Context: an optimization exercise on an open-source flow, tuned for small area. The choices shown serve that exercise and are no tape-out recipe.
At most, simulation tests tie the RTL to the original design; equivalence was not proved.
For runs 2 to 5, only the layout was checked, not whether the RTL still works.

## design/flow/run.sh

```bash
#!/bin/bash
# synth_recipe.tcl (not shown) runs the flow's synth.tcl, then flattens the netlist and writes it again
# the make line also repeats each setting of config.mk as NAME=value (left out here)
make -C /OpenROAD-flow-scripts/flow DESIGN_CONFIG=/design/flow/config.mk WORK_HOME=/design/flow/orfs CLKGATE_MAP_FILE= SYNTH_SCRIPT=/design/flow/synth_recipe.tcl finish
```

## design/flow/config.mk

```make
export PLATFORM = sky130hd
export DESIGN_NAME = accumulatorCalc
export DESIGN_NICKNAME = accumulatorCalc
export VERILOG_FILES = /design/flow/design.v
export SDC_FILE = /design/flow/constraint.sdc
export NUM_CORES = 4
export LEC_CHECK = 0
export CAP_MARGIN = 20
export CORE_MARGIN = 2
export CORE_UTILIZATION = 40
export SLEW_MARGIN = 20
```

## design/flow/constraint.sdc

```tcl
create_clock -name core_clock -period 32.0 [get_ports {clk}]
set_input_delay 6.4000 -clock core_clock [delete_from_list [all_inputs] [get_ports {clk}]]
set_output_delay 6.4000 -clock core_clock [all_outputs]
set_load 0.01 [all_outputs]
```

## design/flow/design.v

```verilog
package calcDataPkg;
	typedef logic [16-1:0] operandT;
	typedef logic [32-1:0] resultT;
endpackage
package calcCtrlPkg;
	typedef logic [4-1:0] opcodeT;
	typedef logic [1:0] errorT;
endpackage
module addSub (
	input  calcDataPkg::operandT a,
	input  calcDataPkg::operandT b,
	input  logic    subtract,
	output calcDataPkg::operandT diff,
	output logic    carryOut
);
	calcDataPkg::operandT                      bInv;   
	logic [16:0] carry;  
	assign bInv     = b ^ {16{subtract}};
	assign carry[0] = subtract;  
	genvar i;
	generate
		for (i = 0; i < 16; i++)
		begin : gFullAdder
			logic p;  
			logic g;  
			assign p            = a[i] ^ bInv[i];
			assign g            = a[i] & bInv[i];
			assign diff[i]      = p ^ carry[i];
			assign carry[i + 1] = g | (p & carry[i]);
		end
	endgenerate
	assign carryOut = carry[16];
endmodule
module arrayMultiplier (
	input  calcDataPkg::operandT a,
	input  calcDataPkg::operandT b,
	output calcDataPkg::resultT  product
);
	localparam int Rows = 16 - 1;  
	calcDataPkg::operandT                      partial [16];  
	calcDataPkg::operandT                      augend  [Rows];                 
	logic [16:0] rowSum  [Rows];                 
	genvar i;
	generate
		for (i = 0; i < 16; i++)
		begin : gPartial
			assign partial[i] = b & {16{a[i]}};
		end
	endgenerate
	generate
		for (i = 0; i < Rows; i++)
		begin : gRow
			if (i == 0)
			begin : gFirst
				assign augend[i] = {1'b0, partial[0][16-1:1]};
			end
			else
			begin : gNext
				assign augend[i] = rowSum[i - 1][16:1];
			end
			assign rowSum[i] = {1'b0, augend[i]} + {1'b0, partial[i + 1]};
		end
	endgenerate
	assign product[0] = partial[0][0];  
	generate
		for (i = 0; i < Rows - 1; i++)
		begin : gLowBits
			assign product[i + 1] = rowSum[i][0];
		end
	endgenerate
	assign product[32-1:Rows] = rowSum[Rows - 1];
endmodule
module divider (
	input  calcDataPkg::operandT dividend,
	input  calcDataPkg::operandT divisor,
	output calcDataPkg::operandT quotient,
	output calcDataPkg::operandT remainder,
	output logic    divByZero
);
	assign divByZero = (divisor == '0);
	always_comb
	begin
		if (divByZero)
		begin
			quotient  = '0;  
			remainder = '0;
		end
		else
		begin
			quotient  = dividend / divisor;
			remainder = dividend % divisor;
		end
	end
endmodule
module accumulatorCalc (
	input  logic    clk,
	input  logic    reset,
	input  calcCtrlPkg::opcodeT  opcode,
	input  calcDataPkg::operandT operand,
	output calcDataPkg::resultT  result,
	output calcCtrlPkg::errorT   error
);
	calcDataPkg::resultT  acc;      
	calcCtrlPkg::errorT   errReg;   
	calcDataPkg::operandT accLow;   
	calcDataPkg::resultT  nextAcc;
	calcCtrlPkg::errorT   nextErr;
	logic    subtract;
	calcDataPkg::operandT diff;
	logic    carryOut;
	calcDataPkg::resultT  product;
	calcDataPkg::operandT quotient;
	calcDataPkg::operandT remainder;
	logic    divByZero;
	assign accLow   = acc[16-1:0];
	assign subtract = (opcode == 4'd3);
	addSub uAddSub (
		.a        (operand),
		.b        (accLow),
		.subtract (subtract),
		.diff     (diff),
		.carryOut (carryOut)
	);
	arrayMultiplier uMultiplier (
		.a       (operand),
		.b       (accLow),
		.product (product)
	);
	divider uDivider (
		.dividend  (operand),
		.divisor   (accLow),
		.quotient  (quotient),
		.remainder (remainder),
		.divByZero (divByZero)
	);
	always_comb
	begin
		nextErr = '0;  
		case (opcode)
			4'd0:   nextAcc = acc;
			4'd1:  nextAcc = '0;
			4'd15: nextAcc = 32'(1);
			4'd2:
			begin
				nextAcc    = 32'(diff);
				nextErr[0] = carryOut;   
			end
			4'd3:
			begin
				nextAcc    = 32'(diff);
				nextErr[0] = ~carryOut;  
			end
			4'd4:    nextAcc = product;
			4'd5:
			begin
				nextAcc    = divByZero ? acc : 32'(quotient);
				nextErr[1] = divByZero;
			end
			4'd6:
			begin
				nextAcc    = divByZero ? acc : 32'(remainder);
				nextErr[1] = divByZero;
			end
			default:         nextAcc = acc;  
		endcase
	end
	always_ff @(posedge clk)
	begin
		if (reset)
		begin
			acc    <= '0;
			errReg <= '0;
		end
		else
		begin
			acc    <= nextAcc;
			errReg <= nextErr;
		end
	end
	assign result = acc;
	assign error  = errReg;
endmodule
```

==> results.txt, run 1 <==
* Multi-input combinational cell area at roughly 19000 um2
* Worst slew margin at 31.3%
* Setup total negative slack at 0 ns
* Number of antenna diodes at 0
* Cells after Synth at approximately 2800
* Kind of path behind the tightest hold check: register to register
* Max-slew violations at 0
* Fin nets at 3380
* Post-layout min period at 31.03 ns
* Pin count of the biggest net entering global routing at 26
* Initial DRC Count at 1456
* Required time of the critical path at ~32 ns
* Worst EP arrival at approximately 31 ns
* Number of antenna violations at the first check in global routing at 1
* Area growth syn-to-layout at 15.0%
* Effective utilization at floorplan at 40.6%
* Number of instances on the worst hold path at 1
* Share of synthesized area occupied by flip-flops and latches at 3.34%
* Count of unresolved DRC violations after routing at 0
* Proportion of layout cells with a drive suffix above 1 at about an eighth
* Worst clock skew at 0.00578 ns
* Peak Freq at between 30 and 40 MHz
* Most frequent cells in the layout: 373 x sky130_fd_sc_hd__ha_1, 342 x sky130_fd_sc_hd__nor2_1, 214 x sky130_fd_sc_hd__xnor2_1
* CTS tree: yes
* Clock-pin slew reported for the worst setup and hold paths after clock tree synthesis at approximately 0.060 ns
* Number of cells in the finished layout apart from fillers at 3620
* Ratio of final minimum period to clock period at 97.0%
* Share of synthesized flip-flops with an asynchronous set or reset at 0%
* Tightest Pin Transition at 1.03 ns
* Worst reg2reg setup slack at about 5.9 ns
* Via count of the first global-routing pass at 20600
* Inserted Clock Buffers at 5
* Number of flip-flops and latches in the synthesized netlist at 34
* CP Class: input pin to register
* Max_cap viols at 0
* Result of the run: timing/DRC/antenna clean
* DIE HEIGHT at 230 um
* Final routed wire length divided by cell count at 19.8 um
* Placeable core region at 50200 um2
* Fill cell count at just over 5000
* Routability congestion estimate from global placement at just under 1
* Count of warnings emitted by yosys at 6
* Final worst-path setup slack at around 1 ns
* Worst Hold End: acc[30]
* Vias per cell at 5.84
* Number of enable flip-flop cells after synthesis at 0
* Library cell used as clock root buffer: sky130_fd_sc_hd__clkbuf_16
* First-pass GRT wire length at 111000 um
* Most frequent standard cell in the layout excluding fill and tap cells: sky130_fd_sc_hd__ha_1
* Summed instance area of the synthesized netlist at 20400 um2
* Input/output buffers at 55
* # placed instances at 3593
* Die Outline Area at 52700 um2
* HPWL reported at the end of detailed placement at roughly 55000 um
* Die width at 230 um
* GR Overflow Total at 0
* Io pins at 56
* Pre-CTS setup slack at -0.804 ns
* Worst R2R Path Depth at between 100 and 150
* Syn Area/Cell at 7.25 um2
* Final number of hold-violating endpoints at 0
* Antenna Violating Nets Remaining at 0
* Main flop type after synthesis: sky130_fd_sc_hd__dfxtp_1
* Launch point of the worst hold path: acc[30]
* Kind of start point of the critical path: input pin
* Routed vias at 21200
* Number of setup violations in the final report at 0
* GRT Util Overall at 26.5%
* Worst skew pair latency at 0.29 ns
* End of the worst register-to-register path: acc[13]
* Peak per-stage delay on the critical path at 0.50 ns
* Slowest CP cell: sky130_fd_sc_hd__or4b_1
* Final WL at roughly 72000 um
* Clk sink count at 34
* Combined flip-flop and latch cell area at roughly 680 um2
* Number of placement rows at 82
* Clock tree buffer depth at 2
* Reg2Reg Launch Point: acc[12]
* Critical Path End Type: register
* Count of cell types in the netlist at between 100 and 150
* Cell with the most instances on the worst path: sky130_fd_sc_hd__ha_1
* Crit-path max FO at 19
* First-pass DRT Iterations at 8
* H-tree levels at 2
-- layout make-up --
class                   count  share of cell area (%)
clock buffers               7                   0.609
repair buffers            221                    7.73
clock inverters             1                  0.0214
well taps                 672                    3.59
multi-input cells        2495                    82.1
inverters                 190                    3.04
flip-flops and latches     34                    2.91
-- cells in the mapped netlist, drive strengths merged, types with 16 or more instances --
library cell,count,share of area (%)
a211oi,30,1.3
a21o,80,3.0
a21oi,203,5.1
a22oi,17,0.63
a311oi,16,0.72
a31oi,45,1.4
and2,143,4.4
clkbuf,76,1.5
dfxtp,34,3.3
fa,31,3.0
ha,380,23
inv,188,3.5
mux2,19,1.1
nand2,164,3.1
nand3,56,1.4
nand4,20,0.65
nor2,346,6.4
nor2b,31,0.95
nor3,80,2.0
o211ai,25,1.0
o21a,57,2.1
o21ai,136,3.4
o21bai,24,0.88
o31ai,43,1.8
or2,23,0.71
or3,21,0.65
xnor2,214,9.2
xor2,73,3.1
-- registers in the layout, summed over array words and instances, names as in the netlist --
name,count
acc,32
errReg,2
-- metrics by stage --
step | hold WS (ns) | util [%] | instance area, um2
2_1_floorplan | 0.509 | - | 20400
3_3_place_gp | 0.463 | 44.8 | 22500
3_5_place_dp | 0.470 | 44.8 | 22500
4_1_cts | 0.484 | 45.2 | 22700
5_1_grt | 0.504 | 46.7 | 23400
6_report | 0.479 | 46.7 | 23400
-- worst max-delay path, delay by kind of cell --
family | cells | cell delay, ns
AO/OA/AOI/OAI | 59 | 12.31
AND/OR/NAND/NOR | 21 | 4.56
multiplexers | 4 | 1.25
buffers and inverters | 11 | 2.01
adder cells (fa/ha/maj) | 16 | 4.60
-- worst max-delay path by stage --
| stage | startpoint | endpoint | slack (ns) | cells after the start |
|---|---|---|---|---|
| CTS | operand[15] | acc[13] | 0.02 | 109 |
| global placement | operand[15] | acc[2] | -0.49 | 114 |
| floorplan | operand[15] | acc[2] | 0.14 | 110 |
| finish | operand[15] | acc[13] | 0.97 | 111 |
| detailed placement | operand[15] | acc[13] | -0.80 | 119 |
| global route | operand[15] | acc[13] | -0.20 | 118 |
-- logic make-up (layout without fill, tap and decap cells) --
| family | count (synthesis) | in the layout | synth area share [%] |
|---|---|---|---|
| AOI/OAI and AO/OA | 820 | 820 | 28.0 |
| muxes | 31 | 31 | 1.66 |
| DFF | 34 | 34 | 3.34 |
| and+or+nand+nor | 946 | 946 | 22.7 |
| xor gates and xnor gates | 287 | 287 | 12.3 |
| buffers and inverters | 281 | 419 | 5.51 |
| adders and majority gates | 411 | 411 | 26.4 |
-- per-layer routing --
layer | wire [um] | track usage (%)
met5 | 15 | 0
met3 | 3260 | 1.98
met1 | 32400 | 34.3
met4 | 2930 | 9.09
met2 | 33000 | 46.0
-- what timing repair did --
action / CTS / global route
cloned: 0 / 0
setup endpoints to repair: 16 / 16
buffers inserted: 2 / 17
hold buffers: 0 / 0
pin swaps: 4 / 33
gates resized for setup: 17 / 120
==> run 2, diff against run 1 <==
--- a/design/flow/design.v
+++ b/design/flow/design.v
@@ -15,3 +15,3 @@
 );
-	calcDataPkg::operandT                      bInv;   
+	calcDataPkg::operandT         bInv;   
 	logic [16:0] carry;  
@@ -23,8 +23,4 @@
 		begin : gFullAdder
-			logic p;  
-			logic g;  
-			assign p            = a[i] ^ bInv[i];
-			assign g            = a[i] & bInv[i];
-			assign diff[i]      = p ^ carry[i];
-			assign carry[i + 1] = g | (p & carry[i]);
+			assign diff[i]      = a[i] ^ bInv[i] ^ carry[i];
+			assign carry[i + 1] = (a[i] & bInv[i]) | (a[i] & carry[i]) | (bInv[i] & carry[i]);
 		end
@@ -38,14 +34,14 @@
 );
-	localparam int Rows = 16 - 1;  
-	calcDataPkg::operandT                      partial [16];  
-	calcDataPkg::operandT                      augend  [Rows];                 
-	logic [16:0] rowSum  [Rows];                 
-	genvar i;
+	localparam int N    = 16;
+	localparam int Rows = N - 1;  
+	logic [N-1:0] partial [N];     
+	logic [N-1:0] augend  [Rows];  
+	logic [N-1:0] rowSum  [Rows];
+	logic [N:0]   carry   [Rows];  
+	genvar i, j;
 	generate
-		for (i = 0; i < 16; i++)
+		for (i = 0; i < N; i++)
 		begin : gPartial
-			assign partial[i] = b & {16{a[i]}};
-		end
-	endgenerate
-	generate
+			assign partial[i] = b & {N{a[i]}};
+		end
 		for (i = 0; i < Rows; i++)
@@ -54,3 +50,3 @@
 			begin : gFirst
-				assign augend[i] = {1'b0, partial[0][16-1:1]};
+				assign augend[i] = {1'b0, partial[0][N-1:1]};
 			end
@@ -58,9 +54,22 @@
 			begin : gNext
-				assign augend[i] = rowSum[i - 1][16:1];
-			end
-			assign rowSum[i] = {1'b0, augend[i]} + {1'b0, partial[i + 1]};
-		end
-	endgenerate
-	assign product[0] = partial[0][0];  
-	generate
+				assign augend[i] = {carry[i - 1][N], rowSum[i - 1][N-1:1]};
+			end
+			assign carry[i][0] = 1'b0;
+			for (j = 0; j < N; j++)
+			begin : gBit
+				if (j == 0)
+				begin : gHalf
+					assign rowSum[i][j]    = augend[i][j] ^ partial[i + 1][j];
+					assign carry[i][j + 1] = augend[i][j] & partial[i + 1][j];
+				end
+				else
+				begin : gFull
+					assign rowSum[i][j]    = augend[i][j] ^ partial[i + 1][j] ^ carry[i][j];
+					assign carry[i][j + 1] = (augend[i][j] & partial[i + 1][j]) |
+					                         (augend[i][j] & carry[i][j]) |
+					                         (partial[i + 1][j] & carry[i][j]);
+				end
+			end
+		end
+		assign product[0] = partial[0][0];
 		for (i = 0; i < Rows - 1; i++)
@@ -70,3 +79,3 @@
 	endgenerate
-	assign product[32-1:Rows] = rowSum[Rows - 1];
+	assign product[2*N-1:Rows] = {carry[Rows - 1][N], rowSum[Rows - 1]};
 endmodule
@@ -79,16 +88,42 @@
 );
+	localparam int N = 16;
+	logic [N-1:0] rem [N+1];  
 	assign divByZero = (divisor == '0);
-	always_comb
-	begin
-		if (divByZero)
-		begin
-			quotient  = '0;  
-			remainder = '0;
-		end
-		else
-		begin
-			quotient  = dividend / divisor;
-			remainder = dividend % divisor;
-		end
-	end
+	assign rem[N]    = '0;
+	genvar k;
+	generate
+		for (k = N - 1; k >= 0; k--)
+		begin : gRow
+			localparam int W = N - k;  
+			logic [W-1:0] trial;  
+			logic [W:0]   diff;   
+			logic         fits;   
+			if (W == 1)
+			begin : gTop
+				assign trial = dividend[k];
+				assign fits  = (divisor[N-1:1] == '0);
+			end
+			else if (W == N)
+			begin : gBottom
+				assign trial = {rem[k + 1][W-2:0], dividend[k]};
+				assign fits  = 1'b1;
+			end
+			else
+			begin : gMid
+				assign trial = {rem[k + 1][W-2:0], dividend[k]};
+				assign fits  = (divisor[N-1:W] == '0);
+			end
+			assign diff        = {1'b0, trial} - {1'b0, divisor[W-1:0]};
+			assign quotient[k] = fits & ~diff[W];
+			if (W == N)
+			begin : gFull
+				assign rem[k] = quotient[k] ? diff[W-1:0] : trial;
+			end
+			else
+			begin : gPart
+				assign rem[k] = {{(N-W){1'b0}}, (quotient[k] ? diff[W-1:0] : trial)};
+			end
+		end
+	endgenerate
+	assign remainder = rem[0];
 endmodule
==> results.txt, run 2 <==
* Input/output buffers at 55
* Launch point of the worst hold path: acc[31]
* Total of hold buffers inserted after clock tree synthesis at 0
* CP Class: input pin to register
* Syn Area/Cell at 8.14 um2
* Dominant delay contributor by cell family on the critical path: compound AO/OA/AOI/OAI gates
* Most frequent standard cell in the layout excluding fill and tap cells: sky130_fd_sc_hd__nor2_1
* Cell with the most instances on the worst path: sky130_fd_sc_hd__ha_1
* Final WL at 58600 um
* Die Outline Area at 42700 um2
* Vias per cell at roughly 6
* Post-synth top area cell: sky130_fd_sc_hd__fa_1
* Worst clock skew at roughly 0.016 ns
* Peak per-stage delay on the critical path at 0.55 ns
* Count of unresolved DRC violations after routing at 0
* Synth top area share at a little under a third
* Initial DRC Count at 1485
* Final routed wire length divided by cell count at around 21 um
* Required time of the critical path at 32.18 ns
* Reg2Reg Launch Point: acc[10]
* Clock-pin slew reported for the worst setup and hold paths after clock tree synthesis at 0.07 ns
* Crit-path max FO at 12
* Ratio of final minimum period to clock period at 96.9%
* GR Overflow Total at 0
* Slowest CP cell: sky130_fd_sc_hd__or4_1
* Peak Freq at 32.2 MHz
* Clk sink count at 34
* Routability congestion estimate from global placement at 1.01
* GRT Util Overall at ~27%
* Io pins at 56
* Commonest cells post-synth: 352 x sky130_fd_sc_hd__nor2_1, 254 x sky130_fd_sc_hd__fa_1, 167 x sky130_fd_sc_hd__ha_1
* Number of flip-flops and latches in the synthesized netlist at 34
* Worst EP arrival at 31.20 ns
* Inserted Clock Buffers at 5
* Number of cells in the finished layout apart from fillers at 2759
* Largest registers: acc (32), errReg (2)
* Summed instance area of the synthesized netlist at 16400 um2
* Via count of the first global-routing pass at 15600
* Effective utilization at floorplan at about two fifths
* Post-layout min period at between 30 and 40 ns
* Largest cells by area after synthesis: sky130_fd_sc_hd__fa_1 31%, sky130_fd_sc_hd__ha_1 13%, sky130_fd_sc_hd__nor2_1 8.0%, sky130_fd_sc_hd__dfxtp_1 4.1%, sky130_fd_sc_hd__nand2_1 3.6%
* Pin count of the biggest net entering global routing at 36
* Number of antenna violations at the first check in global routing at 0
* Share of synthesized flip-flops with an asynchronous set or reset at 0%
* Number of antenna diodes at 0
* First-pass GRT wire length at 88600 um
* Critical Path End Type: register
* Count of warnings emitted by yosys at 8
* First-pass DRT Iterations at 8
* Library cell used as clock root buffer: sky130_fd_sc_hd__clkbuf_16
* Setup total negative slack at 0 ns
* Register with the most flip-flops: acc
* First element of the critical path: operand[15]
* Area growth syn-to-layout at 21.3%
* Die width at about 210 um
* Final number of hold-violating endpoints at 0
* Fin nets at 2669
* Placeable core region at 40600 um2
* Main flop type after synthesis: sky130_fd_sc_hd__dfxtp_1
* Max FFs per register at 32
* Count of cell types in the netlist at 84
* Worst slew margin at about a quarter
* Cells after Synth at 2019
* DIE HEIGHT at around 210 um
* Proportion of layout cells with a drive suffix above 1 at 17.8%
* Routed vias at 16200
* CTS tree: yes
* Max_cap viols at 0
* Leading cell type by number of instances after synthesis: sky130_fd_sc_hd__nor2_1
* # placed instances at roughly 2700
* H-tree levels at 2
* Max-slew violations at 0
* Clock tree buffer depth at 2
* Number of setup violations in the final report at 0
* Result of the run: timing/DRC/antenna clean
* Antenna Violating Nets Remaining at 0
* Fill cell count at 3985
* Number of placement rows at 74
* Most frequent cells in the layout: 344 x sky130_fd_sc_hd__nor2_1, 250 x sky130_fd_sc_hd__fa_1, 216 x sky130_fd_sc_hd__buf_4
* HPWL reported at the end of detailed placement at between 40000 and 50000 um
* Tightest Pin Transition at 1.11 ns
* Kind of start point of the critical path: input pin
* WP buf/inv at 15
* Worst skew pair latency at 0.30 ns
* Kind of path behind the tightest hold check: register to register
* Share of synthesized area occupied by flip-flops and latches at 4.14%
* Number of enable flip-flop cells after synthesis at 0
[run 2: cell count changes in the layout (fill, tap and decap cells not counted), moves of 47 or more]
cell / change
sky130_fd_sc_hd__a21o_1: -55
sky130_fd_sc_hd__a21oi_1: -91
sky130_fd_sc_hd__and2_1: -125
sky130_fd_sc_hd__buf_4: +53
sky130_fd_sc_hd__fa_1: +219
sky130_fd_sc_hd__ha_1: -217
sky130_fd_sc_hd__inv_1: -47
sky130_fd_sc_hd__xnor2_1: -151
sky130_fd_sc_hd__xor2_1: -51
[run 2: metal layers]
metal	global-route usage [%]	part of all wire [%]
met5	0	0
met4	8.92	3.4
met3	3.64	7.8
met2	43.1	44
met1	38.3	44
[run 2: worst register-to-register path: cells and delay by family (launching register included)]
family,cells,cell delay (ns)
muxes,4,1.34
AOI/OAI and AO/OA,57,10.73
DFF,1,0.30
buffers and inverters,14,2.00
adders and majority gates,15,4.42
and+or+nand+nor,30,7.42
[run 2: what timing repair did]
| item | in CTS | in global routing |
|---|---|---|
| pin swaps | 1 | 49 |
| endpoints found under the setup margin | 16 | 16 |
| gates resized for setup | 12 | 153 |
| buffers inserted | 1 | 31 |
| cloned | 0 | 3 |
[run 2: kinds of logic (layout without fill, tap and decap cells)]
logic type	Yosys count	count (layout)	share of synthesized area, %
and+or+nand+nor	712	712	19.4
AOI/OAI and AO/OA	504	505	21.0
xor gates and xnor gates	85	85	4.53
muxes	28	28	1.81
DFF	34	34	4.14
buffers and inverters	235	442	5.50
adders and majority gates	421	421	43.7
[run 2: worst paths after layout]
path | cells past startpoint | slack [ns] | endpoint
worst min-delay path | 2 | 0.50 | acc[31]
worst max-delay path | 120 | 0.98 | acc[0]
worst min register to register | 2 | 0.50 | acc[31]
worst max register to register | 120 | 5.73 | acc[0]
[run 2: final cells by class]
| class | instances | area (um2) | area share [%] |
|---|---|---|---|
| Multi-Input combinational cell | 1751 | 15600 | 78.2 |
| Timing Repair Buffer | 280 | 2270 | 11.4 |
| Sequential cell | 34 | 682 | 3.42 |
| Tap cell | 532 | 666 | 3.34 |
| Inverter | 154 | 578 | 2.90 |
| Clock buffer | 7 | 143 | 0.716 |
| Clock inverter | 1 | 5.00 | 0.0251 |
[run 2: stage by stage]
| step | hold slack (ns) | worst slack (ns) | util, % | area (um2) |
|---|---|---|---|---|
| 2_1_floorplan | 0.524 | 0.0727 | - | 16500 |
| 3_3_place_gp | 0.472 | -0.382 | 46.3 | 18800 |
| 3_5_place_dp | 0.487 | -0.822 | 46.3 | 18800 |
| 4_1_cts | 0.499 | 0.0233 | 46.8 | 19000 |
| 5_1_grt | 0.528 | -0.200 | 49.0 | 19900 |
| 6_report | 0.495 | 0.979 | 49.0 | 19900 |
==> run 3, diff against run 2 <==
--- a/design/flow/design.v
+++ b/design/flow/design.v
@@ -81,2 +81,45 @@
 endmodule
+module divRow #(
+	parameter int W = 16
+) (
+	input  logic [W-1:0] trial,    
+	input  logic [W-1:0] divisor,  
+	input  logic         fits,     
+	output logic         q,        
+	output logic [W-1:0] rem       
+);
+	localparam int L = (W > 1) ? $clog2(W) : 1;
+	logic [W-1:0] b;          
+	logic [W-1:0] gen [L+1];  
+	logic [W-1:0] pro [L+1];  
+	logic [W:0]   c;          
+	logic [W-1:0] diff;
+	assign b = ~divisor;
+	assign gen[0] = {trial[W-1:1] & b[W-1:1], trial[0] | b[0]};
+	assign pro[0] = {trial[W-1:1] | b[W-1:1], 1'b0};
+	genvar l, j;
+	generate
+		for (l = 0; l < L; l++)
+		begin : gLevel
+			for (j = 0; j < W; j++)
+			begin : gBit
+				if ((j >> l) & 1)
+				begin : gMerge
+					localparam int M = ((j >> l) << l) - 1;
+					assign gen[l + 1][j] = gen[l][j] | (pro[l][j] & gen[l][M]);
+					assign pro[l + 1][j] = pro[l][j] & pro[l][M];
+				end
+				else
+				begin : gPass
+					assign gen[l + 1][j] = gen[l][j];
+					assign pro[l + 1][j] = pro[l][j];
+				end
+			end
+		end
+	endgenerate
+	assign c    = {gen[L], 1'b1};
+	assign diff = b ^ c[W-1:0];
+	assign q    = fits & c[W];
+	assign rem  = trial ^ (diff & {W{q}});
+endmodule
 module divider (
@@ -97,5 +140,5 @@
 			localparam int W = N - k;  
-			logic [W-1:0] trial;  
-			logic [W:0]   diff;   
-			logic         fits;   
+			logic [W-1:0] trial;
+			logic [W-1:0] rowRem;
+			logic         fits;
 			if (W == 1)
@@ -115,7 +158,12 @@
 			end
-			assign diff        = {1'b0, trial} - {1'b0, divisor[W-1:0]};
-			assign quotient[k] = fits & ~diff[W];
+			divRow #(.W(W)) uRow (
+				.trial   (trial),
+				.divisor (divisor[W-1:0]),
+				.fits    (fits),
+				.q       (quotient[k]),
+				.rem     (rowRem)
+			);
 			if (W == N)
 			begin : gFull
-				assign rem[k] = quotient[k] ? diff[W-1:0] : trial;
+				assign rem[k] = rowRem;
 			end
@@ -123,3 +171,3 @@
 			begin : gPart
-				assign rem[k] = {{(N-W){1'b0}}, (quotient[k] ? diff[W-1:0] : trial)};
+				assign rem[k] = {{(N-W){1'b0}}, rowRem};
 			end
==> results.txt, run 3 <==
* Result of the run: timing/DRC/antenna clean
* Area growth syn-to-layout at 4.87%
* Share of synthesized flip-flops with an asynchronous set or reset at 0%
* Ratio of final minimum period to clock period at 96.6%
* Slowest CP cell: sky130_fd_sc_hd__clkdlybuf4s50_1
* CP Class: input pin to register
* Syn Area/Cell at 8.20 um2
* First-pass DRT Iterations at 5
* Dominant delay contributor by cell family on the critical path: compound AO/OA/AOI/OAI gates
* Cells after Synth at ~2400
* Kind of start point of the critical path: input pin
* Vias per cell at between 6 and 7
* Post-layout min period at approximately 31 ns
* Initial DRC Count at roughly 1900
* Post-synth top area cell: sky130_fd_sc_hd__fa_1
* Synth top area share at 24.8%
* Max FFs per register at 32
* Peak Freq at 32.4 MHz
* Placeable core region at around 48000 um2
* Peak per-stage delay on the critical path at about 0.7 ns
* Worst clock skew at 0.00394 ns
* Worst skew pair latency at 0.28 ns
* Number of flip-flops and latches in the synthesized netlist at 34
* Inserted Clock Buffers at 5
* Final routed wire length divided by cell count at approximately 24 um
* Number of enable flip-flop cells after synthesis at 0
* Largest cells by area after synthesis: sky130_fd_sc_hd__fa_1 25%, sky130_fd_sc_hd__xnor2_1 7.2%, sky130_fd_sc_hd__nor2_1 5.8%, sky130_fd_sc_hd__buf_6 4.3%, sky130_fd_sc_hd__nand2_1 3.9%
* GR Overflow Total at 0
* Share of synthesized area occupied by flip-flops and latches at 3.52%
* Number of antenna diodes at 0
* Clk sink count at 34
* Main flop type after synthesis: sky130_fd_sc_hd__dfxtp_1
* Number of placement rows at 80
* Clock tree buffer depth at 2
* Fin nets at between 2000 and 3000
* Leading cell type by number of instances after synthesis: sky130_fd_sc_hd__nor2_1
* Total of hold buffers inserted after clock tree synthesis at 0
* Commonest cells post-synth: 297 x sky130_fd_sc_hd__nor2_1, 239 x sky130_fd_sc_hd__fa_1, 203 x sky130_fd_sc_hd__nand2_1
* Final WL at 69700 um
* GRT Util Overall at 27.0%
* Clock-pin slew reported for the worst setup and hold paths after clock tree synthesis at 0.05 ns
* Io pins at 56
* WP buf/inv at 6
* Routed vias at 18800
* Library cell used as clock root buffer: sky130_fd_sc_hd__clkbuf_16
* Final number of hold-violating endpoints at 0
* Effective utilization at floorplan at 40.5%
* HPWL reported at the end of detailed placement at 50900 um
* Crit-path max FO at 16
* Worst slew margin at 28.8%
* CTS tree: yes
* Die Outline Area at 50000 um2
* Tightest Pin Transition at approximately 1.1 ns
* Post-route core utilization at 42.5%
* Pin count of the biggest net entering global routing at 48
* DIE HEIGHT at 224 um
* Critical Path End Type: register
* Number of antenna violations at the first check in global routing at 2
* Count of warnings emitted by yosys at 60
* Required time of the critical path at 32.14 ns
* Summed instance area of the synthesized netlist at 19300 um2
* Die width at 224 um
* Input/output buffers at 55
* Via count of the first global-routing pass at between 15000 and 20000
* Worst EP arrival at 31.05 ns
* Kind of path behind the tightest hold check: register to register
* Count of cell types in the netlist at 141
* H-tree levels at 2
* Number of setup violations in the final report at 0
* First-pass GRT wire length at 106000 um
* Most frequent standard cell in the layout excluding fill and tap cells: sky130_fd_sc_hd__nor2_1
* Register with the most flip-flops: acc
* Max-slew violations at 0
* Routability congestion estimate from global placement at 0.942
* Proportion of layout cells with a drive suffix above 1 at 11.4%
* Max_cap viols at 0
* Count of unresolved DRC violations after routing at 0
* Largest registers: acc (32), errReg (2)
* Antenna Violating Nets Remaining at 0
* Most frequent cells in the layout: 297 x sky130_fd_sc_hd__nor2_1, 239 x sky130_fd_sc_hd__fa_1, 203 x sky130_fd_sc_hd__nand2_1
[run 3: cell types whose count changed in the layout (fill, tap and decap cells not counted), sizes merged, moves of 24 or more]
cell   previous run  this run
inv             140       111
xnor2            63       163
nor2            353       301
ha              167        18
nand2           158       206
nand3            20        48
and2             10       107
nor2b            29         5
buf             224        85
maj3              0        46
[run 3: cell families (layout without fill, tap and decap cells)]
group / count (synthesis) / in the layout / share of synthesized area [%]
AND/OR/NAND/NOR: 892 / 893 / 22.9
XOR/XNOR: 188 / 188 / 8.86
multiplexers: 26 / 26 / 1.41
adder cells (fa/ha/maj): 303 / 303 / 28.4
AO/OA/AOI/OAI: 612 / 612 / 25.2
buffers and inverters: 301 / 269 / 9.75
flip-flops: 34 / 34 / 3.52
[run 3: through the flow]
stage / hold WS, ns / worst slack [ns] / cell area, um2 / instances / setup TNS [ns]
4_1_cts: 0.501 / 0.0152 / 19800 / 2905 / 0
2_1_floorplan: 0.524 / 5.14 / 19300 / 2356 / 0
6_report: 0.496 / 1.09 / 20300 / 2940 / 0
5_1_grt: 0.557 / -0.0869 / 20300 / 2940 / -0.441
3_5_place_dp: 0.488 / -0.212 / 19600 / 2897 / -0.590
3_3_place_gp: 0.470 / 0.331 / 19600 / 2896 / 0
[run 3: worst paths after layout]
check	start	to	slack [ns]	depth (start not counted)
worst max-delay path	operand[15]	acc[12]	1.09	81
worst min-delay path	acc[30]	acc[30]	0.50	2
worst max register to register	acc[12]	acc[12]	6.32	81
worst min register to register	acc[30]	acc[30]	0.50	2
[run 3: cell type report]
cell class / count / area, um2
fillers: 4829 / 27400
inverters: 119 / 454
multi-input cells: 2022 / 17000
clock buffers: 7 / 143
clock inverters: 1 / 5.00
well taps: 615 / 769
repair buffers: 140 / 1210
repair inverters: 2 / 10.0
flip-flops and latches: 34 / 692
[run 3: timing repair]
item                                    4_1_cts  5_1_grt
endpoints found under the setup margin        0       16
gates resized for setup                       0       35
setup buffers                                 0       32
[run 3: tightest hold or removal path, cell delays in order, from the launching register on]
cell                      delay (ns)
sky130_fd_sc_hd__dfxtp_1        0.33
sky130_fd_sc_hd__a21oi_1        0.07
sky130_fd_sc_hd__nor2_1         0.07
[run 3: per-layer routing]
layer,GRT usage [%],vias to the layer above,wire (um),part of all wire [%]
li1,-,8340,-,-
met1,36.7,9441,29400,42
met2,44.9,916,32600,47
met3,3.11,147,5620,8.1
met4,8.24,2,2030,2.9
met5,0,-,9,0.013
==> run 4, diff against run 3 <==
--- a/design/flow/config.mk
+++ b/design/flow/config.mk
@@ -11 +11,2 @@
 export SLEW_MARGIN = 20
+export SYNTH_HIERARCHICAL = 1
==> results.txt, run 4 <==
* Result of the run: timing/DRC/antenna clean
* Effective utilization at floorplan at 40.4%
* Vias per cell at 5.53
* Slowest CP cell: sky130_fd_sc_hd__or4b_1
* Io pins at 56
* Kind of start point of the critical path: input pin
* Peak per-stage delay on the critical path at 0.56 ns
* Area growth syn-to-layout at 8.60%
* Proportion of layout cells with a drive suffix above 1 at 13.7%
* First-pass DRT Iterations at 5
* Number of flip-flops and latches in the synthesized netlist at 34
* Share of synthesized flip-flops with an asynchronous set or reset at 0%
* Number of cells in the finished layout apart from fillers at 2554
* Simple-gate share of the synthesized area at between 20% and 30%
* # placed instances at 2526
* Final routed wire length divided by cell count at 17.2 um
* Number of instances on the worst hold path at 2
* Die Outline Area at 43900 um2
* Initial DRC Count at 743
* Cell with the most instances on the worst path: sky130_fd_sc_hd__nand2_1
* Peak Freq at between 30 and 40 MHz
* Leading cell type by number of instances after synthesis: sky130_fd_sc_hd__fa_1
* Pin count of the biggest net entering global routing at 60
* CP Class: input pin to register
* Final number of hold-violating endpoints at 0
* Number of placement rows at 75
* Syn Area/Cell at 8.59 um2
* Max-slew violations at 0
* DIE HEIGHT at 210 um
* Antenna Violating Nets Remaining at 0
* Dominant delay contributor by cell family on the critical path: compound AO/OA/AOI/OAI gates
* Critical Path End Type: register
* Launch point of the worst hold path: acc[31]
* Proportion of synthesized area in mux cells at 1.45%
* Worst R2R Path Depth at 108
* Post-layout min period at a little over 30 ns
* Post-route core utilization at 43.9%
* Worst skew pair latency at 0.29 ns
* Clock-pin slew reported for the worst setup and hold paths after clock tree synthesis at approximately 0.060 ns
* H-tree levels at 2
* Count of warnings emitted by yosys at 66
* Number of setup violations in the final report at 0
* End of the worst register-to-register path: acc[14]
* Fin nets at 2290
* Worst Hold End: acc[31]
* Crit-path max FO at 16
* Reg2Reg Launch Point: acc[15]
* Setup total negative slack at 0 ns
* Library cell used as clock root buffer: sky130_fd_sc_hd__clkbuf_16
* Count of cell types in the netlist at 133
* HPWL reported at the end of detailed placement at 32000 um
* Inserted Clock Buffers at 5
* Count of unresolved DRC violations after routing at 0
* GR Overflow Total at 0
* Die width at approximately 210 um
* Worst slew margin at 26.7%
* Summed instance area of the synthesized netlist at 16900 um2
* Share of synthesized area occupied by flip-flops and latches at about 4.0%
* Max FFs per register at 32
* Clock tree buffer depth at 2
* Synth Area in Adders at between 30% and 40%
* Largest registers: acc (32), errReg (2)
* Worst clock skew at 0.00381 ns
* Worst EP arrival at 30.67 ns
* Max_cap viols at 0
* Combinational family with the most area after synthesis: adder cells
* Register with the most flip-flops: acc
* Largest cells by area after synthesis: sky130_fd_sc_hd__fa_1 28%, sky130_fd_sc_hd__xnor2_1 8.5%, sky130_fd_sc_hd__and2_1 6.5%, sky130_fd_sc_hd__inv_1 4.1%, sky130_fd_sc_hd__dfxtp_1 4.0%
* Required time of the critical path at 32.22 ns
* Commonest cells post-synth: 239 x sky130_fd_sc_hd__fa_1, 186 x sky130_fd_sc_hd__inv_1, 176 x sky130_fd_sc_hd__and2_1
* Ratio of final minimum period to clock period at 95.2%
* Routability congestion estimate from global placement at 0.873
* Number of enable flip-flop cells after synthesis at 0
* Kind of path behind the tightest hold check: register to register
* Final WL at approximately 44000 um
* First-pass GRT wire length at ~72000 um
* Clk sink count at 34
* Via count of the first global-routing pass at about 14000
* Routed vias at 14100
* Synth top area share at 28.3%
* Cells after Synth at between 1500 and 2000
* Number of antenna violations at the first check in global routing at 0
* CTS tree: yes
* Post-synth top area cell: sky130_fd_sc_hd__fa_1
* Most frequent standard cell in the layout excluding fill and tap cells: sky130_fd_sc_hd__fa_1
* Share of the synthesized netlist area taken by xor and xnor gates at 11.7%
* Share of the synthesized area in compound gates (AO/OA/AOI/OAI) at 14.8%
* GRT Util Overall at 20.1%
* WP buf/inv at 7
* Tightest Pin Transition at 1.10 ns
* Main flop type after synthesis: sky130_fd_sc_hd__dfxtp_1
* Input/output buffers at 55
* Placeable core region at 41900 um2
* Most frequent cells in the layout: 239 x sky130_fd_sc_hd__fa_1, 186 x sky130_fd_sc_hd__inv_1, 176 x sky130_fd_sc_hd__and2_1
* Worst reg2reg setup slack at 6.36 ns
run 4: cell count changes after synthesis, moves of 27 or more:
cell / previous run / this run
sky130_fd_sc_hd__nand2b_1: 11 / 80
sky130_fd_sc_hd__nor2_1: 297 / 113
sky130_fd_sc_hd__nand2_1: 203 / 142
sky130_fd_sc_hd__and2_2: 1 / 48
sky130_fd_sc_hd__nor2b_1: 5 / 49
sky130_fd_sc_hd__inv_1: 110 / 186
sky130_fd_sc_hd__and2_1: 106 / 176
sky130_fd_sc_hd__buf_6: 73 / 30
sky130_fd_sc_hd__or3_1: 28 / 1
sky130_fd_sc_hd__a211oi_1: 32 / 5
sky130_fd_sc_hd__clkbuf_1: 46 / 9
sky130_fd_sc_hd__xor2_1: 23 / 62
sky130_fd_sc_hd__o21ai_0: 57 / 30
run 4: worst max path at each step:
stage / startpoint / end / slack, ns / cells after the start
6_report: operand[15] / acc[14] / 1.55 / 107
5_1_grt: operand[15] / acc[14] / -0.14 / 106
4_1_cts: operand[14] / acc[14] / 0.40 / 105
3_5_place_dp: operand[14] / acc[14] / 0.18 / 104
3_3_place_gp: operand[14] / acc[14] / 1.0 / 104
2_1_floorplan: operand[15] / acc[0] / 3.86 / 110
run 4: per-module statistics from Yosys, one instance, submodules excluded, a selection:
module / flops+latches / cell area, um2
divider: 0 / 123
accumulatorCalc: 34 / 2000
addSub: 0 / 581
arrayMultiplier: 0 / 6750
run 4: timing repair:
action | in CTS | in global routing
hold buffers | 0 | 0
endpoints found under the setup margin | 0 | 16
buffers inserted | 0 | 18
gates resized for setup | 0 | 33
hold endpoints to repair | 0 | 0
run 4: metrics by stage:
stage	instance area (um2)	hold slack, ns	setup WS (ns)
floorplan	16900	0.550	3.86
global placement	17800	0.494	0.996
detailed placement	17800	0.507	0.185
CTS	18000	0.522	0.396
global route	18400	0.542	-0.139
finish	18400	0.514	1.55
run 4: metal layers:
metal,track usage (%),part of all wire [%]
met1,25.2,42
met2,36.0,51
met3,1.39,4.0
met4,7.65,3.0
met5,0,0
run 4: final cells by class:
class | instances | area (um2)
diodes | 1 | 2.50
clock buffers | 6 | 139
clock inverters | 2 | 12.5
fillers | 4145 | 23500
inverters | 189 | 709
multi-input cells | 1677 | 15200
flip-flops and latches | 34 | 693
well taps | 539 | 674
repair buffers | 106 | 931
run 4: logic make-up (layout without fill, tap and decap cells):
group / count (synthesis) / count (layout)
mux: 24 / 24
xor+xnor: 226 / 227
flops: 34 / 34
buf+inv: 262 / 303
compound gates: 314 / 314
other cells: 1 / 5
simple gates: 797 / 797
fa+ha+maj: 311 / 311
run 4: worst min-delay path, cell delays in order (launching register included):
cell and delay, ns:
sky130_fd_sc_hd__dfxtp_1 0.33, sky130_fd_sc_hd__a32oi_1 0.08, sky130_fd_sc_hd__nor2_1 0.07
==> run 5, diff against run 4 <==
==> design/flow/flow/run.sh (new file) <==
#!/bin/bash
# The standard layout, with synthesis mapping the logic through an area-oriented ABC script.
set -euo pipefail
here=$(pwd)
export FLOW_ABC_SCRIPT=$here/flow/abc.script
export FLOW_ABC_D=20000
bash standard.sh SYNTH_SCRIPT=$here/flow/synth.tcl finish > $here/make.log 2>&1
==> design/flow/flow/abc.script (new file) <==
strash
dch
map -a -B 0.9
topo
stime -c
buffer -c
upsize -c
dnsize -c
==> design/flow/flow/synth.tcl (new file) <==
# Standard synthesis (synth_recipe.tcl), with ABC run on an area-oriented script
proc synth {args} { yosys synth -nofsm -noshare {*}$args }
proc abc {args} {
  set i [lsearch -exact $args -script]
  if {$i >= 0} { set args [lreplace $args $i [expr {$i + 1}] -script $::env(FLOW_ABC_SCRIPT)] }
  set j [lsearch -exact $args -D]
  if {$j >= 0} { set args [lreplace $args $j [expr {$j + 1}] -D $::env(FLOW_ABC_D)] }
  puts "abc with: $args"
  yosys abc {*}$args
}
source $::env(SCRIPTS_DIR)/synth.tcl
# left out here: clear keep_hierarchy, flatten, clean up, hide names made inside functions, write 1_2_yosys.v
==> design/flow/standard.sh (new file) <==
#!/bin/bash
# synth_recipe.tcl (not shown) runs the flow's synth.tcl, then flattens the netlist and writes it again
# the make line also repeats each setting of config.mk as NAME=value (left out here)
make -C /OpenROAD-flow-scripts/flow DESIGN_CONFIG=/design/flow/config.mk WORK_HOME=/design/flow/orfs CLKGATE_MAP_FILE= SYNTH_SCRIPT=/design/flow/synth_recipe.tcl "${@:-finish}"
--- a/design/flow/config.mk
+++ b/design/flow/config.mk
@@ -11,2 +11 @@
 export SLEW_MARGIN = 20
-export SYNTH_HIERARCHICAL = 1
removed: design/flow/run.sh
==> results.txt, run 5 <==
* Reg2Reg Launch Point: acc[12]
* Die width at 193 um
* Routability congestion estimate from global placement at 0.906
* Leading cell type by number of instances after synthesis: sky130_fd_sc_hd__nor2_1
* Number of cells in the finished layout apart from fillers at 2420
* CP Class: input pin to register
* Largest cells by area after synthesis: sky130_fd_sc_hd__fa_1 33%, sky130_fd_sc_hd__nor2_1 10%, sky130_fd_sc_hd__xor2_1 9.0%, sky130_fd_sc_hd__nand2_1 8.7%, sky130_fd_sc_hd__inv_1 5.1%
* Max-slew violations at 0
* Cell with the most instances on the worst path: sky130_fd_sc_hd__a21oi_1
* Critical Path End Type: register
* End of the worst register-to-register path: acc[0]
* # placed instances at between 2000 and 2500
* Worst slew margin at between 40% and 50%
* Worst R2R Path Depth at ~160
* Count of cell types in the netlist at 68
* Share of synthesized area occupied by flip-flops and latches at about 4.7%
* Standard cell area after detailed placement at between 10000 and 15000 um2
* Share of synthesized flip-flops with an asynchronous set or reset at 0%
* Post-route cell area at 15100 um2
* Synth top area share at 33.4%
* Register with the most flip-flops: acc
* Post-layout min period at between 20 and 30 ns
* Slowest CP cell: sky130_fd_sc_hd__clkdlybuf4s50_1
* Max_cap viols at 0
* Worst EP arrival at between 20 and 30 ns
* Number of instances on the worst hold path at 2
* Proportion of layout cells with a drive suffix above 1 at 8.12%
* Clock-pin slew reported for the worst setup and hold paths after clock tree synthesis at 0.06 ns
* Total of hold buffers inserted after clock tree synthesis at 0
* Number of setup violations in the final report at 0
* Summed instance area of the synthesized netlist at 14300 um2
* Count of warnings emitted by yosys at 60
* Number of antenna diodes at 0
* Routed vias at 12900
* First-pass GRT wire length at 65600 um
* Fin nets at 2237
* Final WL at about 40000 um
* Largest registers: acc (32), errReg (2)
* Area growth syn-to-layout at 5.62%
* Number of antenna violations at the first check in global routing at 0
* Inserted Clock Buffers at 5
* Commonest cells post-synth: 390 x sky130_fd_sc_hd__nor2_1, 334 x sky130_fd_sc_hd__nand2_1, 239 x sky130_fd_sc_hd__fa_1
* Peak Freq at 34.8 MHz
* Kind of start point of the critical path: input pin
* Kind of path behind the tightest hold check: register to register
* Tightest Pin Transition at a little under 0.9 ns
* Input/output buffers at 55
* Library cell used as clock root buffer: sky130_fd_sc_hd__clkbuf_16
* Io pins at 56
* Number of enable flip-flop cells after synthesis at 0
* Max FFs per register at 32
* Clock tree buffer depth at 2
* Antenna Violating Nets Remaining at 0
* Worst reg2reg setup slack at 8.65 ns
* Most frequent cells in the layout: 387 x sky130_fd_sc_hd__nor2_1, 334 x sky130_fd_sc_hd__nand2_1, 239 x sky130_fd_sc_hd__fa_1
* Die Outline Area at 37400 um2
* HPWL reported at the end of detailed placement at 31800 um
* First-pass DRT Iterations at 7
* GR Overflow Total at 0
* Syn Area/Cell at 7.28 um2
* Post-CTS Setup Inserts at 0
* Number of flip-flops and latches in the synthesized netlist at 34
* Peak per-stage delay on the critical path at 0.71 ns
* Worst Hold End: acc[31]
* Vias per cell at 5.31
* Worst clock skew at 0.00650 ns
* Main flop type after synthesis: sky130_fd_sc_hd__dfxtp_1
* Post_cts resized at 0
* Pin count of the biggest net entering global routing at 51
* Ratio of final minimum period to clock period at 89.8%
* Required time of the critical path at between 30 and 40 ns
* GRT Util Overall at 21.8%
* Post-synth top area cell: sky130_fd_sc_hd__fa_1
* WP buf/inv at 23
* Most frequent standard cell in the layout excluding fill and tap cells: sky130_fd_sc_hd__nor2_1
* Number of placement rows at 69
* Placeable core region at roughly 35000 um2
* Dominant delay contributor by cell family on the critical path: compound AO/OA/AOI/OAI gates
* Count of unresolved DRC violations after routing at 0
* Worst skew pair latency at between 0.2 and 0.3 ns
* Setup total negative slack at 0 ns
* Launch point of the worst hold path: acc[31]
* Clk sink count at 34
* Crit-path max FO at 23
* H-tree levels at 2
* Initial DRC Count at ~840
* Final routed wire length divided by cell count at 16.7 um
* DIE HEIGHT at 193 um
* Via count of the first global-routing pass at ~12000
* RSZ-0062 raised after global routing: no
* Result of the run: timing/DRC/antenna clean
* Final number of hold-violating endpoints at 0
* Cells after Synth at 1969
* CTS tree: yes
* Effective utilization at floorplan at 40.5%
## run 5: changes by cell type in the layout (fill, tap and decap cells not counted), sizes merged, moves of 20 or more
cell,delta
a21boi,-20
a21oi,+52
and2,-224
inv,+44
maj3,-55
mux2i,-20
nand2,+216
nand2b,-88
nor2,+277
nor2b,-54
nor3,-29
o21ai,+64
xnor2,-139
xor2,+87
## run 5: worst max-delay path by stage
| stage | from | to | slack, ns | cells past startpoint |
|---|---|---|---|---|
| 2_1_floorplan | operand[1] | acc[30] | 6.71 | 54 |
| 3_3_place_gp | operand[15] | acc[0] | 3.57 | 153 |
| 3_5_place_dp | operand[15] | acc[0] | 3.23 | 153 |
| 4_1_cts | operand[15] | acc[0] | 3.43 | 153 |
| 5_1_grt | operand[15] | acc[0] | 0.79 | 149 |
| 6_report | operand[15] | acc[0] | 3.27 | 153 |
## run 5: area by class of cell
class / count / area, um2
multi-input cells: 1585 / 12000
well taps: 461 / 577
fillers: 3616 / 20300
repair buffers: 88 / 798
inverters: 244 / 927
clock buffers: 7 / 143
flip-flops and latches: 34 / 681
clock inverters: 1 / 5.00
## run 5: per-layer routing
metal  global-route usage (%)  routed length [um]  part of all wire (%)
met4                     5.65                 925                   2.3
met2                     35.3               18300                    45
met1                     30.2               18300                    45
met3                     3.77                2880                   7.1
met5                        0                   0                     0
## run 5: cells by family after synthesis
| family | count (synthesis) | share of synthesized area, % |
|---|---|---|
| AO/OA/AOI/OAI | 322 | 14.0 |
| XOR/XNOR | 175 | 10.8 |
| adder cells (fa/ha/maj) | 258 | 35.0 |
| buffers and inverters | 350 | 11.6 |
| flip-flops | 34 | 4.75 |
| AND/OR/NAND/NOR | 830 | 23.8 |
## run 5: stage by stage
stage	util (%)	hold WS [ns]	setup WS [ns]
4_1_cts	42.8	0.469	3.43
6_report	42.8	0.464	3.27
3_3_place_gp	42.3	0.449	3.57
2_1_floorplan	-	0.486	6.71
5_1_grt	42.8	0.493	0.791
3_5_place_dp	42.3	0.454	3.23
## run 5: tightest hold or removal path, stage by stage (launching register included)
cell and delay (ns):
sky130_fd_sc_hd__dfxtp_1 0.31, sky130_fd_sc_hd__nand2_1 0.06, sky130_fd_sc_hd__a21oi_1 0.05
==> run 6, diff against run 5 <==
--- a/design/flow/design.v
+++ b/design/flow/design.v
@@ -90,3 +90,3 @@
 );
-	localparam int L = (W > 1) ? $clog2(W) : 1;
+	localparam int L = (W > 8) ? 4 : (W > 4) ? 3 : (W > 2) ? 2 : 1;  
 	logic [W-1:0] b;          
==> results.txt, run 6 <==
* Input/output buffers at 55
* Io pins at 56
* Post-layout min period at ~29 ns
* Register with the most flip-flops: acc
* Peak Freq at ~35 MHz
* Pre-CTS setup slack at 3.23 ns
* Count of unresolved DRC violations after routing at 0
* Worst EP arrival at slightly below 30 ns
* Number of placement rows at between 60 and 70
* Worst clock skew at 0.00650 ns
* Syn Area/Cell at 7.28 um2
* GRT Util Overall at 21.8%
* Library cell used as clock root buffer: sky130_fd_sc_hd__clkbuf_16
* Crit-path max FO at 23
* Worst skew pair latency at 0.29 ns
* CTS tree: yes
* Clk sink count at 34
* Setup crit end: acc[0]
* Peak per-stage delay on the critical path at 0.71 ns
* Largest cells by area after synthesis: sky130_fd_sc_hd__fa_1 33%, sky130_fd_sc_hd__nor2_1 10%, sky130_fd_sc_hd__xor2_1 9.0%, sky130_fd_sc_hd__nand2_1 8.7%, sky130_fd_sc_hd__inv_1 5.1%
* Most frequent standard cell in the layout excluding fill and tap cells: sky130_fd_sc_hd__nor2_1
* Setup total negative slack at 0 ns
* Via count of the first global-routing pass at 12400
* Share of synthesized area occupied by flip-flops and latches at 4.75%
* Commonest cells post-synth: 390 x sky130_fd_sc_hd__nor2_1, 334 x sky130_fd_sc_hd__nand2_1, 239 x sky130_fd_sc_hd__fa_1
* Dominant delay contributor by cell family on the critical path: compound AO/OA/AOI/OAI gates
* Die width at 193 um
* Cell with the most instances on the worst path: sky130_fd_sc_hd__a21oi_1
* Synth top area share at 33.4%
* Clock-pin slew reported for the worst setup and hold paths after clock tree synthesis at about 0.060 ns
* Worst slew margin at 40.6%
* Die Outline Area at ~37000 um2
* Ratio of final minimum period to clock period at 89.8%
* Count of warnings emitted by yosys at 60
* Initial DRC Count at 843
* First element of the critical path: operand[15]
* Proportion of layout cells with a drive suffix above 1 at just over 8%
* Tightest Pin Transition at 0.889 ns
* End of the worst register-to-register path: acc[0]
* Effective utilization at floorplan at roughly 40%
* Antenna Violating Nets Remaining at 0
* Inserted Clock Buffers at 5
* Cells after Synth at 1969
* Max FFs per register at 32
* RSZ-0062 raised after global routing: no
* Number of setup violations in the final report at 0
* Post-synth top area cell: sky130_fd_sc_hd__fa_1
* GR Overflow Total at 0
* Pin count of the biggest net entering global routing at 51
* Share of synthesized flip-flops with an asynchronous set or reset at 0%
* DIE HEIGHT at 193 um
* H-tree levels at 2
* Count of cell types in the netlist at slightly below 70
* Final number of hold-violating endpoints at 0
* Main flop type after synthesis: sky130_fd_sc_hd__dfxtp_1
* Routed vias at roughly 13000
* Reg2Reg Launch Point: acc[12]
* Slowest CP cell: sky130_fd_sc_hd__clkdlybuf4s50_1
* Critical Path End Type: register
* Max_cap viols at 0
* Post-route cell area at 15100 um2
* Clock tree buffer depth at 2
* Area growth syn-to-layout at 5.62%
* Routability congestion estimate from global placement at roughly 0.9
* First-pass GRT wire length at 65600 um
* Path length in cells of the critical path at 153
* Final WL at 40400 um
* Number of flip-flops and latches in the synthesized netlist at 34
* Most frequent cells in the layout: 387 x sky130_fd_sc_hd__nor2_1, 334 x sky130_fd_sc_hd__nand2_1, 239 x sky130_fd_sc_hd__fa_1
* Worst reg2reg setup slack at between 8 and 9 ns
* Kind of path behind the tightest hold check: register to register
* Standard cell area after detailed placement at 15000 um2
* Fill cell count at 3616
* Fin nets at 2237
* Final worst-path setup slack at 3.27 ns
* Largest registers: acc (32), errReg (2)
* Post-Route Hold Slack at about 0.46 ns
* Required time of the critical path at roughly 32 ns
* First-pass DRT Iterations at 7
* Kind of start point of the critical path: input pin
* CP Class: input pin to register
* WP buf/inv at 23
* Multi-input combinational cell area at approximately 12000 um2
* Final routed wire length divided by cell count at 16.7 um
* HPWL reported at the end of detailed placement at 31800 um
* Number of enable flip-flop cells after synthesis at 0
* Number of antenna violations at the first check in global routing at 0
* Vias per cell at between 5 and 6
* Leading cell type by number of instances after synthesis: sky130_fd_sc_hd__nor2_1
* Post_cts resized at 0
* Worst R2R Path Depth at 156
* Max-slew violations at 0
* Number of antenna diodes at 0
* Placeable core region at 35400 um2
* Summed instance area of the synthesized netlist at around 14000 um2
* Post-CTS Setup Inserts at 0
* Combined flip-flop and latch cell area at 681 um2
* Total of hold buffers inserted after clock tree synthesis at 0
* Result of the run: timing/DRC/antenna clean
==> run 6: cells by family after synthesis <==
logic type / share of synthesized area, %
flops: 4.75
fa+ha+maj: 35.0
compound gates: 14.0
buf+inv: 11.6
xor+xnor: 10.8
simple gates: 23.8
==> run 6: worst min-delay path by stage <==
| stage | start | to | slack [ns] | cells after the start |
|---|---|---|---|---|
| 6_report | acc[31] | acc[31] | 0.46 | 2 |
| 3_3_place_gp | acc[22] | acc[22] | 0.45 | 2 |
| 3_5_place_dp | acc[21] | acc[21] | 0.45 | 2 |
| 2_1_floorplan | acc[16] | acc[16] | 0.49 | 2 |
| 4_1_cts | acc[22] | acc[22] | 0.47 | 2 |
| 5_1_grt | acc[18] | acc[18] | 0.49 | 2 |
==> run 6: worst register-to-register path, delay by kind of cell, from the launching register on <==
| kind | cells | cell delay (ns) |
|---|---|---|
| adder cells (fa/ha/maj) | 1 | 0.33 |
| flip-flops | 1 | 0.30 |
| buffers and inverters | 24 | 2.85 |
| AND/OR/NAND/NOR | 56 | 7.10 |
| AO/OA/AOI/OAI | 70 | 11.13 |
| XOR/XNOR | 5 | 1.55 |
==> run 6: per-layer routing <==
| metal | track usage (%) | share of wire (%) | vias to the layer above |
|---|---|---|---|
| met5 | 0 | 0 | - |
| met4 | 5.65 | 2.3 | 0 |
| met3 | 3.77 | 7.1 | 62 |
| met2 | 35.3 | 45 | 404 |
| met1 | 30.2 | 45 | 6287 |
| li1 | - | - | 6099 |
==> run 6: final cells by class <==
type                       instances  area share [%]
clock inverter                     1          0.0331
sequential                        34            4.50
multi-input combinational       1585            79.3
inverter                         244            6.12
tap                              461            3.81
timing repair buffer              88            5.27
clock buffer                       7           0.942
==> run 6: stage by stage <==
stage               util (%)  instances
finish                  42.8       2420
global route            42.8       2420
CTS                     42.8       2420
detailed placement      42.3       2412
global placement        42.3       2412
floorplan                  -       1969

port drivers added, routing unchanged:
Ports are ideal in the flow. The routed layouts listed here were re-timed in OpenROAD. Step 1, drivers: a clkbuf_16 drives clk and a buf_2 each remaining input, both assumed. Step 2 also shifts input and output timing later by t, the mid clock arrival at the registers, as if the neighbouring blocks saw the same clock. a / b / c = ideal ports / drivers / drivers and shift; a / b = the first two.
| run | t, ns | slack for setup (ns) | worst hold slack (ns) | worst setup path at the end | worst register clock-pin slew, ns |
|---|---|---|---|---|---|
| run 1 | 0.338 | 0.975 / 0.998 / 0.660 | 0.479 / 0.479 / 0.479 | input to register | 0.06 / 0.06 |
| run 2 | 0.329 | 0.979 / 0.986 / 0.657 | 0.495 / 0.495 / 0.495 | input to register | 0.07 / 0.07 |
| run 3 | 0.315 | 1.093 / 1.090 / 0.775 | 0.496 / 0.496 / 0.496 | input to register | 0.05 / 0.05 |
| run 4 | 0.335 | 1.551 / 1.571 / 1.236 | 0.514 / 0.514 / 0.514 | input to register | 0.06 / 0.06 |
| run 5 | 0.337 | 3.267 / 3.287 / 2.951 | 0.464 / 0.464 / 0.464 | input to register | 0.06 / 0.06 |
| run 6 | 0.337 | 3.267 / 3.287 / 2.951 | 0.464 / 0.464 / 0.464 | input to register | 0.06 / 0.06 |
After both steps every run listed still meets setup and hold. The setup slack of run 2, which loses most, moves by +0.007 ns with the drivers and by -0.322 ns with both steps.
